This is an optimization exercise on Yosys and OpenROAD, whose aim is a short achievable clock period and few clock cycles, not a production implementation. Only simulation tests tie the RTL to the original design; equivalence was not proved. Power figures rest on the tool's default switching activity, not on a simulated workload.

==> flow/design.v <==
`timescale 1ns/100ps
package y86_pkg;
    localparam int WORD_W = 32;                  
    localparam int INST_W = 48;                  
    localparam int REG_W  = 4;
    localparam logic [REG_W-1:0] REG_NONE = 4'hf;
    localparam logic [REG_W-1:0] REG_RSP  = 4'h4;
    typedef enum logic [3:0] {
        I_HALT   = 4'h0,
        I_NOP    = 4'h1,
        I_CMOVXX = 4'h2,
        I_IRMOVL = 4'h3,
        I_RMMOVL = 4'h4,
        I_MRMOVL = 4'h5,
        I_OPL    = 4'h6,
        I_JXX    = 4'h7,
        I_CALL   = 4'h8,
        I_RET    = 4'h9,
        I_PUSHL  = 4'ha,
        I_POPL   = 4'hb
    } icode_e;
    typedef enum logic [3:0] {
        ALU_ADD = 4'h0,
        ALU_SUB = 4'h1,
        ALU_AND = 4'h2,
        ALU_XOR = 4'h3
    } alu_fn_e;
    typedef enum logic [3:0] {
        C_ALWAYS = 4'h0,
        C_LE     = 4'h1,
        C_L      = 4'h2,
        C_E      = 4'h3,
        C_NE     = 4'h4,
        C_GE     = 4'h5,
        C_G      = 4'h6
    } cond_fn_e;
    typedef enum logic [1:0] {
        AOK = 2'd0,
        HLT = 2'd1,
        INS = 2'd2
    } stat_e;
    typedef struct packed {
        logic        issue1, issue2, halt1, inv1;
        logic [31:0] e1_a, e1_b;
        logic        e1_cin, e1_logic, e1_xor, e1_setcc, e1_cmov;
        logic [3:0]  e1_fn, e1_dste;
        logic [31:0] e2_a, e2_b;
        logic        e2_inv, e2_cin, e2_logic, e2_xor, e2_setcc, e2_cmov;
        logic [3:0]  e2_fn, e2_dste;
        logic        e2_bypa, e2_bypb;
        logic [31:0] ma, mb, wdata;
        logic        rd, wr, mslot2, ret;
        logic [3:0]  dstm;
        logic        jmp, call;
        logic [3:0]  jfn;
        logic [15:0] jtgt, jtgt12;
        logic [15:0] pc;
        logic [12:0] uoh;                 
    } dout_t;
endpackage
`timescale 1ns/100ps
`timescale 1ns/100ps
import y86_pkg::*;
module y86_dstage (
    input  logic                  run,
    input  logic [15:0]           pc,
    input  logic [3:0]            nbe,
    input  logic [95:0]           bufv,
    input  logic [8*32-1:0]       regs_flat,
    input  logic [31:0]           res1,
    input  logic [31:0]           res2,
    input  logic [31:0]           valm,
    input  logic [3:0]            dste1,
    input  logic [3:0]            dste2,
    input  logic [3:0]            e_dstm,
    input  logic                  e_mslot2,
    output y86_pkg::dout_t        o
);
    logic [95:0] win;
    assign win = bufv;
    logic [12:1] fits;
    always_comb begin
        for (int k = 1; k <= 12; k++) fits[k] = (k <= nbe);
    end
    typedef struct packed {
        logic [3:0]  icode, ifun, ra, rb;
        logic [31:0] valc;
        logic [3:0]  len;
        logic [12:1] len_oh;              
        logic        halt, cmov, irm, rmm, mrm, op, jxx, call, ret, push, pop, inv;
        logic        stk, mem, ctrl, op_ok;
        logic        use_a, use_b;         
        logic [3:0]  src_b;                
        logic [3:0]  dste, dstm;           
    } dec_t;
    function automatic dec_t decode(input logic [47:0] w);
        dec_t d;
        d.icode = w[7:4];
        d.ifun  = w[3:0];
        d.ra    = w[15:12];
        d.rb    = w[11:8];
        d.halt  = (d.icode == I_HALT);
        d.cmov  = (d.icode == I_CMOVXX);
        d.irm   = (d.icode == I_IRMOVL);
        d.rmm   = (d.icode == I_RMMOVL);
        d.mrm   = (d.icode == I_MRMOVL);
        d.op    = (d.icode == I_OPL);
        d.jxx   = (d.icode == I_JXX);
        d.call  = (d.icode == I_CALL);
        d.ret   = (d.icode == I_RET);
        d.push  = (d.icode == I_PUSHL);
        d.pop   = (d.icode == I_POPL);
        d.inv   = (d.icode > 4'hb);
        d.valc  = (d.jxx | d.call) ? w[39:8] : w[47:16];
        d.stk   = d.call | d.ret | d.push | d.pop;
        d.mem   = d.rmm | d.mrm | d.stk;
        d.ctrl  = d.jxx | d.call | d.ret;
        d.op_ok = (d.ifun[3:2] == 2'b00);
        case (d.icode)
            I_CMOVXX, I_OPL, I_PUSHL, I_POPL: d.len = 4'd2;
            I_IRMOVL, I_RMMOVL, I_MRMOVL:     d.len = 4'd6;
            I_JXX, I_CALL:                    d.len = 4'd5;
            default:                          d.len = 4'd1;
        endcase
        d.len_oh = '0;
        d.len_oh[d.len] = 1'b1;
        d.use_a = d.cmov | d.rmm | (d.op & d.op_ok) | d.push;
        d.use_b = d.rmm | d.mrm | (d.op & d.op_ok) | d.stk;
        d.src_b = d.stk ? REG_RSP : d.rb;
        d.dste  = (d.cmov | d.irm | d.op) ? d.rb : d.stk ? REG_RSP : REG_NONE;
        d.dstm  = (d.mrm | d.pop) ? d.ra : REG_NONE;
        decode = d;
    endfunction
    dec_t d1, d2, c1, c2, c5, c6;
    assign d1 = decode(win[47:0]);
    assign c1 = decode(win[55:8]);
    assign c2 = decode(win[63:16]);
    assign c5 = decode(win[87:40]);
    assign c6 = decode(win[95:48]);
    logic l1_1, l1_2, l1_5, l1_6;
    assign l1_1 = d1.len_oh[1];
    assign l1_2 = d1.len_oh[2];
    assign l1_5 = d1.len_oh[5];
    assign l1_6 = d1.len_oh[6];
    always_comb begin
        d2 = c6;
        if (l1_1) d2 = c1;
        if (l1_2) d2 = c2;
        if (l1_5) d2 = c5;
    end
    logic [16:0] pcx [0:11];
    always_comb begin
        for (int k = 0; k <= 11; k++) pcx[k] = {1'b0, pc} + 17'(k);
    end
    function automatic logic [31:0] rd_reg(input logic [3:0] s);
        if (s[3])                          rd_reg = 32'd0;
        else if (e_mslot2 && e_dstm == s)  rd_reg = valm;
        else if (dste2 == s)               rd_reg = res2;
        else if (!e_mslot2 && e_dstm == s) rd_reg = valm;
        else if (dste1 == s)               rd_reg = res1;
        else                               rd_reg = regs_flat[32*s[2:0] +: 32];
    endfunction
    logic [31:0] va1, vb1, va2, vb2;
    assign va1 = rd_reg(d1.ra);
    assign vb1 = rd_reg(d1.src_b);
    assign va2 = rd_reg(d2.ra);
    assign vb2 = rd_reg(d2.src_b);
    logic m1a, e1a, m1b, e1b, dep2;
    assign m1a  = ~d2.ra[3]    & (d2.ra    == d1.dstm);
    assign e1a  = ~d2.ra[3]    & (d2.ra    == d1.dste);
    assign m1b  = ~d2.src_b[3] & (d2.src_b == d1.dstm);
    assign e1b  = ~d2.src_b[3] & (d2.src_b == d1.dste);
    assign dep2 = (d2.use_a & (m1a | e1a)) | (d2.use_b & (m1b | e1b));
    logic md2;
    assign md2  = (d2.use_a & m1a) | (d2.use_b & m1b);
    function automatic logic fit_at(input int o, input dec_t c);
        fit_at = 1'b0;
        for (int l = 1; l <= 6; l++) begin
            if (c.len_oh[l] && fits[o + l]) fit_at = 1'b1;
        end
    endfunction
    logic fit2;
    assign fit2 = (l1_1 & fit_at(1, c1)) | (l1_2 & fit_at(2, c2))
                | (l1_5 & fit_at(5, c5)) | (l1_6 & fit_at(6, c6));
    logic fit1;
    assign fit1 = |(d1.len_oh & fits);
    logic issue1, issue2;
    assign issue1 = run & fit1 & ~d1.halt & ~d1.inv;
    assign issue2 = issue1 & ~d1.ctrl & ~d2.halt & ~d2.inv & fit2
                  & ~(d1.mem & d2.mem)
                  & (~dep2 | ((d2.op | d2.cmov) & ~d1.cmov & ~md2));
    typedef struct packed {
        logic [31:0] a, b;
        logic        sub, logic_op, xor_op;
    } alu_t;
    function automatic alu_t alu_setup(input dec_t d, input logic [31:0] va,
                                       input logic [31:0] vb);
        alu_t x;
        x.a        = d.valc;
        x.b        = '0;
        x.sub      = 1'b0;
        x.logic_op = 1'b0;
        x.xor_op   = 1'b0;
        if (d.cmov) x.a = va;
        if (d.op) begin
            if (d.op_ok) begin
                x.a        = va;
                x.b        = vb;
                x.sub      = (d.ifun[1:0] == 2'd1);
                x.logic_op = d.ifun[1];
                x.xor_op   = d.ifun[0];
            end else begin
                x.a = '0;
            end
        end
        if (d.stk) begin
            x.b = vb;
            x.a = (d.push | d.call) ? 32'hffff_fffc : 32'd4;
        end
        alu_setup = x;
    endfunction
    alu_t x1, x2;
    assign x1 = alu_setup(d1, va1, vb1);
    assign x2 = alu_setup(d2, va2, vb2);
    logic        msel2;
    dec_t        dm;
    logic [31:0] vam, vbm;
    logic [16:0] ret_addr;
    assign msel2    = issue2 & d2.mem;
    assign dm       = msel2 ? d2 : d1;
    assign vam      = msel2 ? va2 : va1;
    assign vbm      = msel2 ? vb2 : vb1;
    always_comb begin
        ret_addr = pcx[5];
        if (msel2) begin
            ret_addr = pcx[11];
            if (l1_1) ret_addr = pcx[6];
            if (l1_2) ret_addr = pcx[7];
            if (l1_5) ret_addr = pcx[10];
        end
    end
    logic jsel2;
    dec_t dj;
    assign jsel2 = issue2 & (d2.jxx | d2.call);
    assign dj    = jsel2 ? d2 : d1;
    logic [12:0]  used_oh;
    always_comb begin
        used_oh = '0;
        if (issue2) begin
            for (int l = 1; l <= 6; l++) begin
                if (l1_1 && d2.len_oh[l]) used_oh[1 + l] = 1'b1;
                if (l1_2 && d2.len_oh[l]) used_oh[2 + l] = 1'b1;
                if (l1_5 && d2.len_oh[l]) used_oh[5 + l] = 1'b1;
                if (l1_6 && d2.len_oh[l]) used_oh[6 + l] = 1'b1;
            end
        end else if (issue1) begin
            used_oh[6:1] = d1.len_oh[6:1];
        end else begin
            used_oh[0] = 1'b1;
        end
    end
    always_comb begin
        o.issue1   = issue1;
        o.issue2   = issue2;
        o.halt1    = run & fit1 & d1.halt;
        o.inv1     = run & fit1 & d1.inv;
        o.e1_a     = x1.sub ? ~x1.a : x1.a;
        o.e1_b     = x1.b;
        o.e1_cin   = x1.sub;
        o.e1_logic = x1.logic_op;
        o.e1_xor   = x1.xor_op;
        o.e1_setcc = d1.op;
        o.e1_cmov  = d1.cmov;
        o.e1_fn    = d1.ifun;
        o.e1_dste  = d1.dste;
        o.e2_a     = x2.a;
        o.e2_b     = x2.b;
        o.e2_inv   = x2.sub;
        o.e2_cin   = x2.sub;
        o.e2_logic = x2.logic_op;
        o.e2_xor   = x2.xor_op;
        o.e2_setcc = d2.op;
        o.e2_cmov  = d2.cmov;
        o.e2_fn    = d2.ifun;
        o.e2_dste  = d2.dste;
        o.e2_bypa  = d2.use_a & e1a;
        o.e2_bypb  = d2.use_b & e1b;
        o.ma       = (dm.rmm | dm.mrm) ? dm.valc : (dm.push | dm.call) ? 32'hffff_fffc : 32'd0;
        o.mb       = vbm;
        o.wdata    = dm.call ? {15'd0, ret_addr} : vam;
        o.rd       = dm.mrm | dm.pop | dm.ret;
        o.wr       = dm.rmm | dm.push | dm.call;
        o.mslot2   = d2.mem;
        o.ret      = dm.ret;
        o.dstm     = dm.dstm;
        o.jmp      = dj.jxx | dj.call;
        o.call     = dj.call;
        o.jfn      = dj.call ? C_ALWAYS : dj.ifun;
        o.jtgt     = dj.valc[15:0];
        o.jtgt12   = dj.valc[15:0] + 16'd12;
        o.pc       = pc;
        o.uoh      = used_oh;
    end
endmodule
`timescale 1ns/100ps
`timescale 1ns/100ps
`timescale 1ns/100ps
`timescale 1ns/100ps
import y86_pkg::*;
module y86_core #(
    parameter int IMEM_ADDR_W = 16
) (
    input  logic                   clk,
    input  logic                   rst_n_i,
    input  logic [y86_pkg::INST_W-1:0]      imem_data_i,
    input  logic [y86_pkg::WORD_W-1:0]      dmem_rdata_i,
    input  logic [y86_pkg::REG_W-1:0]       dbg_sel_i,
    output logic [IMEM_ADDR_W-1:0] imem_addr_o,
    output logic [y86_pkg::WORD_W-1:0]      dmem_addr_o,
    output logic [y86_pkg::WORD_W-1:0]      dmem_wdata_o,
    output logic                   dmem_we_o,
    output logic                   dmem_re_o,
    output logic [IMEM_ADDR_W-1:0] pc_o,
    output logic [1:0]                  stat_o,
    output logic                   halted_o,
    output logic [y86_pkg::WORD_W-1:0]      dbg_val_o
);
    localparam int QN   = 18;         
    localparam int TC_N = 8;          
    logic [1:0]        stat_q;
    logic [WORD_W-1:0] regs [0:7];
    logic              zf_q, sf_q, of_q;
    logic [8*QN-1:0]   src_q;
    logic [12:0]       u_q;
    logic [4:0]        rem_q;
    logic [47:0]       im_q;
    logic [4:0]        qn_q;
    logic [15:0]       pco_q;         
    logic              ras_v;
    logic [TC_N-1:0]   tc_v;
    logic [15:0]       tc_tag [0:TC_N-1];
    logic [95:0]       tc_dat [0:TC_N-1];
    logic [2:0]        tc_ptr;        
    logic              fill_v;        
    logic [15:0]       fill_tag;
    logic [WORD_W-1:0] e1_a, e1_b;
    logic              e1_cin, e1_logic, e1_xor, e1_setcc, e1_cmov;
    logic [3:0]        e1_fn, e1_dste;
    logic [WORD_W-1:0] e2_a, e2_b;
    logic              e2_inv, e2_cin, e2_logic, e2_xor, e2_setcc, e2_cmov;
    logic [3:0]        e2_fn, e2_dste;
    logic              e2_bypa, e2_bypb;    
    logic [WORD_W-1:0] e_ma, e_mb, e_wdata;
    logic              e_rd, e_wr, e_mslot2, e_ret;
    logic [3:0]        e_dstm;
    logic              e_jmp, e_call;
    logic [3:0]        e_jfn;
    logic [15:0]       e_jtgt, e_jtgt12;
    typedef struct packed {
        logic [8*QN-1:0] bytes;
        logic [4:0]      n;           
        logic [15:0]     pc;          
        logic [15:0]     fa;          
    } queue_t;
    function automatic queue_t queue_of(input logic [8*QN-1:0] src, input logic [12:0] u,
                                        input logic [4:0] rem, input logic [47:0] im,
                                        input logic [4:0] n, input logic [15:0] pco);
        queue_t q;
        logic [8*QN-1:0] sh;
        sh   = '0;
        q.pc = '0;
        for (int k = 0; k <= 12; k++) begin
            if (u[k]) begin
                sh   = sh | (src >> (8 * k));
                q.pc = q.pc | (pco + 16'(k));
            end
        end
        q.bytes = sh;
        for (int r = 0; r < QN; r++) begin
            if (rem == 5'(r)) begin
                for (int j = 0; j < 6; j++) begin
                    if (r + j < QN) q.bytes[8*(r+j) +: 8] = im[8*j +: 8];
                end
            end
        end
        q.n  = n;
        q.fa = q.pc + {11'd0, n};
        queue_of = q;
    endfunction
    queue_t qf, qr;
    assign qf = queue_of(src_q, u_q, rem_q, im_q, qn_q, pco_q);
    function automatic logic cond_of(input logic [3:0] fn, input logic zf,
                                     input logic sf, input logic of);
        logic lt;
        lt = sf ^ of;
        case (fn)
            C_ALWAYS: cond_of = 1'b1;
            C_LE:     cond_of = lt | zf;
            C_L:      cond_of = lt;
            C_E:      cond_of = zf;
            C_NE:     cond_of = ~zf;
            C_GE:     cond_of = ~lt;
            C_G:      cond_of = ~lt & ~zf;
            default:  cond_of = 1'b0;
        endcase
    endfunction
    function automatic logic [WORD_W-1:0] ks_add(input logic [WORD_W-1:0] a,
                                                input logic [WORD_W-1:0] b,
                                                input logic cin);
        logic [WORD_W-1:0] p, g, gg, pp, gn, pn;
        p  = a ^ b;
        g  = a & b;
        gg = g;
        gg[0] = g[0] | (p[0] & cin);
        pp = p;
        for (int d = 1; d < WORD_W; d = d * 2) begin
            gn = gg;
            pn = pp;
            for (int i = d; i < WORD_W; i++) begin
                gn[i] = gg[i] | (pp[i] & gg[i-d]);
                pn[i] = pp[i] & pp[i-d];
            end
            gg = gn;
            pp = pn;
        end
        ks_add = p ^ {gg[WORD_W-2:0], cin};
    endfunction
    function automatic logic sum_zero(input logic [WORD_W-1:0] a, input logic [WORD_W-1:0] b,
                                      input logic cin);
        sum_zero = ((a ^ b) == {(a[30:0] | b[30:0]), cin});
    endfunction
    logic [WORD_W-1:0] res1, sum1;
    logic              zf1, sf1, of1;
    assign sum1 = ks_add(e1_a, e1_b, e1_cin);
    assign res1 = e1_logic ? (e1_xor ? (e1_b ^ e1_a) : (e1_b & e1_a)) : sum1;
    assign zf1  = e1_logic ? (e1_xor ? (e1_b == e1_a) : ((e1_b & e1_a) == '0))
                           : sum_zero(e1_a, e1_b, e1_cin);
    assign sf1  = res1[31];
    assign of1  = ~e1_logic & (e1_a[31] == e1_b[31]) & (sum1[31] != e1_b[31]);
    logic cnd1;
    assign cnd1 = cond_of(e1_fn, zf_q, sf_q, of_q);
    logic fa_zf, fa_sf, fa_of;
    assign fa_zf = e1_setcc ? zf1 : zf_q;
    assign fa_sf = e1_setcc ? sf1 : sf_q;
    assign fa_of = e1_setcc ? of1 : of_q;
    logic [WORD_W-1:0] valm;
    logic [WORD_W-1:0] a2, b2, res2, sum2;
    logic              zf2, sf2, of2;
    assign valm = dmem_rdata_i;
    assign a2   = (e2_bypa ? res1 : e2_a) ^ {WORD_W{e2_inv}};
    assign b2   =  e2_bypb ? res1 : e2_b;
    assign sum2 = ks_add(a2, b2, e2_cin);
    assign res2 = e2_logic ? (e2_xor ? (b2 ^ a2) : (b2 & a2)) : sum2;
    assign zf2  = e2_logic ? (e2_xor ? (b2 == a2) : ((b2 & a2) == '0))
                           : sum_zero(a2, b2, e2_cin);
    assign sf2  = res2[31];
    assign of2  = ~e2_logic & (a2[31] == b2[31]) & (sum2[31] != b2[31]);
    logic cnd2;
    assign cnd2 = cond_of(e2_fn, fa_zf, fa_sf, fa_of);
    logic [3:0] dste1, dste2;
    assign dste1 = (e1_cmov & ~cnd1) ? REG_NONE : e1_dste;
    assign dste2 = (e2_cmov & ~cnd2) ? REG_NONE : e2_dste;
    logic jtake, rhit, take;
    assign jtake = e_jmp & cond_of(e_jfn, fa_zf, fa_sf, fa_of);
    assign rhit  = e_ret & ras_v & (valm[15:0] == qr.pc);
    assign take  = jtake | rhit;
    assign dmem_addr_o  = ks_add(e_ma, e_mb, 1'b0);
    assign dmem_wdata_o = e_wdata;
    assign dmem_we_o    = rst_n_i & e_wr;
    assign dmem_re_o    = rst_n_i & e_rd;
    logic run;
    assign run = (stat_q == AOK);
    logic [8*32-1:0] regs_flat;
    always_comb begin
        for (int k = 0; k < 8; k++) regs_flat[32*k +: 32] = regs[k];
    end
    logic        tc_hit;
    logic [95:0] tc_out;
    always_comb begin
        tc_hit = 1'b0;
        tc_out = '0;
        for (int k = 0; k < TC_N; k++) begin
            if (tc_v[k] && tc_tag[k] == e_jtgt) begin
                tc_hit = 1'b1;
                tc_out = tc_out | tc_dat[k];
            end
        end
    end
    logic [15:0] pc_f, pc_t;
    logic [3:0]  nbe_f, nbe_t;
    logic [95:0] win_t;
    assign pc_f  = e_ret ? valm[15:0] : qf.pc;
    assign nbe_f = e_ret ? 4'd0 : (qf.n > 5'd12) ? 4'd12 : qf.n[3:0];
    assign pc_t  = e_ret ? qr.pc : e_jtgt;
    assign nbe_t = e_ret ? ((qr.n > 5'd12) ? 4'd12 : qr.n[3:0]) : tc_hit ? 4'd12 : 4'd0;
    assign win_t = e_ret ? qr.bytes[95:0] : tc_out;
    y86_pkg::dout_t df, dt, ds;
    y86_dstage u_dfall (
        .run       (run),
        .pc        (pc_f),
        .nbe       (nbe_f),
        .bufv      (qf.bytes[95:0]),
        .regs_flat (regs_flat),
        .res1      (res1),
        .res2      (res2),
        .valm      (valm),
        .dste1     (dste1),
        .dste2     (dste2),
        .e_dstm    (e_dstm),
        .e_mslot2  (e_mslot2),
        .o         (df)
    );
    y86_dstage u_dtarget (
        .run       (run),
        .pc        (pc_t),
        .nbe       (nbe_t),
        .bufv      (win_t),
        .regs_flat (regs_flat),
        .res1      (res1),
        .res2      (res2),
        .valm      (valm),
        .dste1     (dste1),
        .dste2     (dste2),
        .e_dstm    (e_dstm),
        .e_mslot2  (e_mslot2),
        .o         (dt)
    );
    assign ds = take ? dt : df;
    assign imem_addr_o = e_ret ? (rhit ? qr.fa : valm[15:0])
                       : jtake ? (tc_hit ? e_jtgt12 : e_jtgt) : qf.fa;
    logic [8*QN-1:0] src_s;
    logic [4:0]      cnt_s;
    logic [4:0]      rem_n, qn_n;
    always_comb begin
        if (take) begin
            src_s = e_ret ? qr.bytes : {{(8*QN-96){1'b0}}, tc_out};
            cnt_s = e_ret ? qr.n : tc_hit ? 5'd12 : 5'd0;
        end else begin
            src_s = qf.bytes;
            cnt_s = e_ret ? 5'd0 : qf.n;
        end
        rem_n = '0;
        qn_n  = '0;
        for (int k = 0; k <= 12; k++) begin
            if (ds.uoh[k]) begin
                rem_n = rem_n | ((int'(cnt_s) > k) ? 5'(int'(cnt_s) - k) : 5'd0);
                qn_n  = qn_n  | ((int'(cnt_s) > k + QN - 6) ? 5'(QN)
                                 : (int'(cnt_s) > k) ? 5'(int'(cnt_s) - k + 6) : 5'd6);
            end
        end
    end
    always_ff @(posedge clk) begin
        if (!rst_n_i) begin
            stat_q <= AOK;
            pco_q  <= '0;
            u_q    <= 13'd1;
            rem_q  <= '0;
            qn_q   <= '0;
        end else if (run) begin
            if (ds.inv1) begin
                stat_q <= INS;
                pco_q  <= ds.pc;
                u_q    <= 13'd1;
            end else if (ds.halt1) begin
                stat_q <= HLT;
                pco_q  <= ds.pc;
                u_q    <= 13'd1;
            end else begin
                pco_q  <= ds.pc;
                u_q    <= ds.uoh;
                rem_q  <= rem_n;
                qn_q   <= qn_n;
            end
        end
        src_q <= src_s;
        im_q  <= imem_data_i;
    end
    always_ff @(posedge clk) begin
        if (!rst_n_i) begin
            ras_v <= 1'b0;
        end else if (e_call) begin
            ras_v <= 1'b1;
            qr    <= qf;
        end
    end
    always_ff @(posedge clk) begin
        if (!rst_n_i) begin
            tc_v   <= '0;
            tc_ptr <= '0;
            fill_v <= 1'b0;
        end else begin
            fill_v <= take && !tc_hit && !e_ret;
            if (fill_v) begin
                tc_v[tc_ptr] <= 1'b1;
                tc_ptr       <= tc_ptr + 1'b1;
            end
        end
    end
    always_ff @(posedge clk) begin
        fill_tag <= e_jtgt;
        if (fill_v) begin
            tc_tag[tc_ptr] <= fill_tag;
            tc_dat[tc_ptr] <= {imem_data_i, im_q};
        end
    end
    always_ff @(posedge clk) begin
        if (!rst_n_i || !ds.issue1) begin
            e1_dste  <= REG_NONE;
            e1_setcc <= 1'b0;
            e1_cmov  <= 1'b0;
            e_dstm   <= REG_NONE;
            e_rd     <= 1'b0;
            e_wr     <= 1'b0;
            e_ret    <= 1'b0;
            e_jmp    <= 1'b0;
            e_call   <= 1'b0;
        end else begin
            e1_dste  <= ds.e1_dste;
            e1_setcc <= ds.e1_setcc;
            e1_cmov  <= ds.e1_cmov;
            e_dstm   <= ds.dstm;
            e_rd     <= ds.rd;
            e_wr     <= ds.wr;
            e_ret    <= ds.ret;
            e_jmp    <= ds.jmp;
            e_call   <= ds.call;
        end
    end
    always_ff @(posedge clk) begin
        if (!rst_n_i || !ds.issue2) begin
            e2_dste  <= REG_NONE;
            e2_setcc <= 1'b0;
            e2_cmov  <= 1'b0;
            e_mslot2 <= 1'b0;
        end else begin
            e2_dste  <= ds.e2_dste;
            e2_setcc <= ds.e2_setcc;
            e2_cmov  <= ds.e2_cmov;
            e_mslot2 <= ds.mslot2;
        end
    end
    always_ff @(posedge clk) begin
        e1_a     <= ds.e1_a;
        e1_b     <= ds.e1_b;
        e1_cin   <= ds.e1_cin;
        e1_logic <= ds.e1_logic;
        e1_xor   <= ds.e1_xor;
        e1_fn    <= ds.e1_fn;
        e2_a     <= ds.e2_a;
        e2_b     <= ds.e2_b;
        e2_inv   <= ds.e2_inv;
        e2_cin   <= ds.e2_cin;
        e2_logic <= ds.e2_logic;
        e2_xor   <= ds.e2_xor;
        e2_fn    <= ds.e2_fn;
        e2_bypa  <= ds.e2_bypa;
        e2_bypb  <= ds.e2_bypb;
        e_ma     <= ds.ma;
        e_mb     <= ds.mb;
        e_wdata  <= ds.wdata;
        e_jfn    <= ds.jfn;
        e_jtgt   <= ds.jtgt;
        e_jtgt12 <= ds.jtgt12;
    end
    always_ff @(posedge clk) begin
        if (!rst_n_i) begin
            zf_q <= 1'b1;
            sf_q <= 1'b0;
            of_q <= 1'b0;
        end else if (e2_setcc) begin
            zf_q <= zf2;
            sf_q <= sf2;
            of_q <= of2;
        end else if (e1_setcc) begin
            zf_q <= zf1;
            sf_q <= sf1;
            of_q <= of1;
        end
    end
    always_ff @(posedge clk) begin
        if (!rst_n_i) begin
            for (int i = 0; i < 8; i++) begin
                regs[i] <= '0;
            end
        end else begin
            if (!dste1[3]) begin
                regs[dste1[2:0]] <= res1;
            end
            if (!e_mslot2 && !e_dstm[3]) begin
                regs[e_dstm[2:0]] <= valm;
            end
            if (!dste2[3]) begin
                regs[dste2[2:0]] <= res2;
            end
            if (e_mslot2 && !e_dstm[3]) begin
                regs[e_dstm[2:0]] <= valm;
            end
        end
    end
    assign dbg_val_o   = dbg_sel_i[3] ? '0 : regs[dbg_sel_i[2:0]];
    assign pc_o        = qf.pc;          
    assign stat_o      = stat_q;
    assign halted_o    = (stat_q != AOK);
endmodule
==> flow/flow/run.sh <==
#!/bin/bash
set -euo pipefail
bash standard.sh SETUP_SLACK_MARGIN=6.5 finish > standard.log 2>&1
==> flow/standard.sh <==
#!/bin/bash
# synth_recipe.tcl (not shown) runs the flow's synth.tcl, then flattens the netlist and writes it again
# the make line also repeats each setting of config.mk as NAME=value (left out here)
make -C /OpenROAD-flow-scripts/flow DESIGN_CONFIG=/design/flow/config.mk WORK_HOME=/design/flow/orfs CLKGATE_MAP_FILE= SYNTH_SCRIPT=/design/flow/synth_recipe.tcl "${@:-finish}"
==> flow/config.mk <==
export PLATFORM = sky130hd
export DESIGN_NAME = y86_core
export DESIGN_NICKNAME = y86_core
export VERILOG_FILES = /design/flow/design.v
export SDC_FILE = /design/flow/constraint.sdc
export NUM_CORES = 4
export LEC_CHECK = 0
export ABC_CLOCK_PERIOD_IN_PS = 3000
export CAP_MARGIN = 40
export CORE_MARGIN = 2
export CORE_UTILIZATION = 45
export SLEW_MARGIN = 40
==> flow/constraint.sdc <==
create_clock -name core_clock -period 12.0 [get_ports {clk}]
set_input_delay 2.4000 -clock core_clock [delete_from_list [all_inputs] [get_ports {clk}]]
set_output_delay 2.4000 -clock core_clock [all_outputs]
set_load 0.01 [all_outputs]
==> reports/results.txt <==
Status: aborted with a tool error
Failed at: global routing
Run Error: [ERROR GRT-0232] Routing congestion too high. Check the congestion heatmap in the GUI.
Distinct cell type count of the synthesized netlist: 120
Post-DP HPWL: 751000 um
Largest net degree at the start of global routing: 128
Port-buffer cells: 218
DIE WIDTH: 574 um
Dpl ws: 2.04 ns
Initial Utilization: 45.2%
CTS Buffer Depth: 4
Sink Count: 1890
CTS root buf: clkbuf_16
Core Rows: 209
Post-synth EDFFs: 1333
Fraction of registers with async set/reset: 0%
CTS H-tree depth: 4
Register bit total from synthesis: 1890
Overflow after GRT: 7
Yosys warning total: 3
CTS buffer count: 220
Average size of a mapped cell: 8.04 um2
GRT Resource Usage Total: 72.3%
Gp weighted congestion: 1.17
I/O pin cnt: 219
Height of the die: 574 um
Post-CTS Hold Buffers: 0
Mapped Cells: 18200
Main flop type after synthesis: edfxtp_1
Seq/Total Area, Yosys: 35.0%
Netlist Area Pre-Place: 146000 um2
[stage by stage]
stage	power (mW)	std cells	instance area, um2
detailed placement	66.5	21500	157000
global placement	65.9	21500	156000
floorplan	36.8	18200	150000
CTS	84.5	23200	190000
[logic make-up after synthesis]
group	synth area share, %
AND/OR/NAND/NOR	19.7
AO/OA/AOI/OAI	27.0
buffers and inverters	6.96
flip-flops	35.0
multiplexers	6.37
XOR/XNOR	2.93
adder cells (fa/ha/maj)	2.07
other	0.00256
[synthesized netlist by cell type (131+ instances only)]
| cell | instances | area share, % |
|---|---|---|
| ha_1 | 234 | 2.0 |
| and3_1 | 270 | 1.2 |
| a22o_1 | 182 | 1.1 |
| inv_1 | 354 | 0.91 |
| nor2_1 | 1601 | 4.1 |
| clkbuf_1 | 1493 | 3.8 |
| mux4_2 | 132 | 2.0 |
| xnor2_1 | 360 | 2.2 |
| o21ai_0 | 961 | 3.3 |
| a311oi_1 | 135 | 0.81 |
| buf_1 | 303 | 0.78 |
| mux2i_1 | 507 | 3.5 |
| nand4_1 | 228 | 0.97 |
| a31oi_1 | 283 | 1.2 |
| nand3_1 | 860 | 2.9 |
| nand2_1 | 2647 | 6.8 |
| a211oi_1 | 241 | 1.2 |
| buf_4 | 131 | 0.67 |
| dfxtp_1 | 557 | 7.6 |
| a221oi_1 | 261 | 1.6 |
| nor3_1 | 310 | 1.1 |
| edfxtp_1 | 1333 | 27 |
| a21oi_1 | 1320 | 4.5 |
| o22ai_1 | 220 | 0.94 |
| a22oi_1 | 809 | 4.2 |
| o211ai_1 | 358 | 1.8 |
[worst max-delay path by stage]
stage	from	to	slack, ns	cells past startpoint
2_1_floorplan	e_ma[0]	dmem_addr_o[30]	5.47	23
3_3_place_gp	e_jtgt[11]	e_jtgt12[15]	2.22	27
4_1_cts	e_ma[0]	dmem_addr_o[30]	4.08	24
3_5_place_dp	e_jtgt[6]	e_jtgt12[15]	2.04	27
[power groups by stage]
stage	Clock (mW)	Sequential (mW)	Combinational, mW
CTS	7.20	9.85	67.5
detailed placement	0	10.0	56.5
global placement	0	10.0	55.9
floorplan	0	8.61	28.1
[repair_timing]
action | in CTS
pin swaps | 658
buffers inserted | 1065
gates cloned | 156
setup endpoints to repair | 1070
gates resized for setup | 3242
[routing by layer]
layer  global-route usage (%)  GRT overflow
met5                     31.6             0
met3                     56.1             1
met2                     86.6             2
met1                     74.7             4
met4                     71.1             0
Testbench counts, summed over its fixed seeds: cycles 52,205.
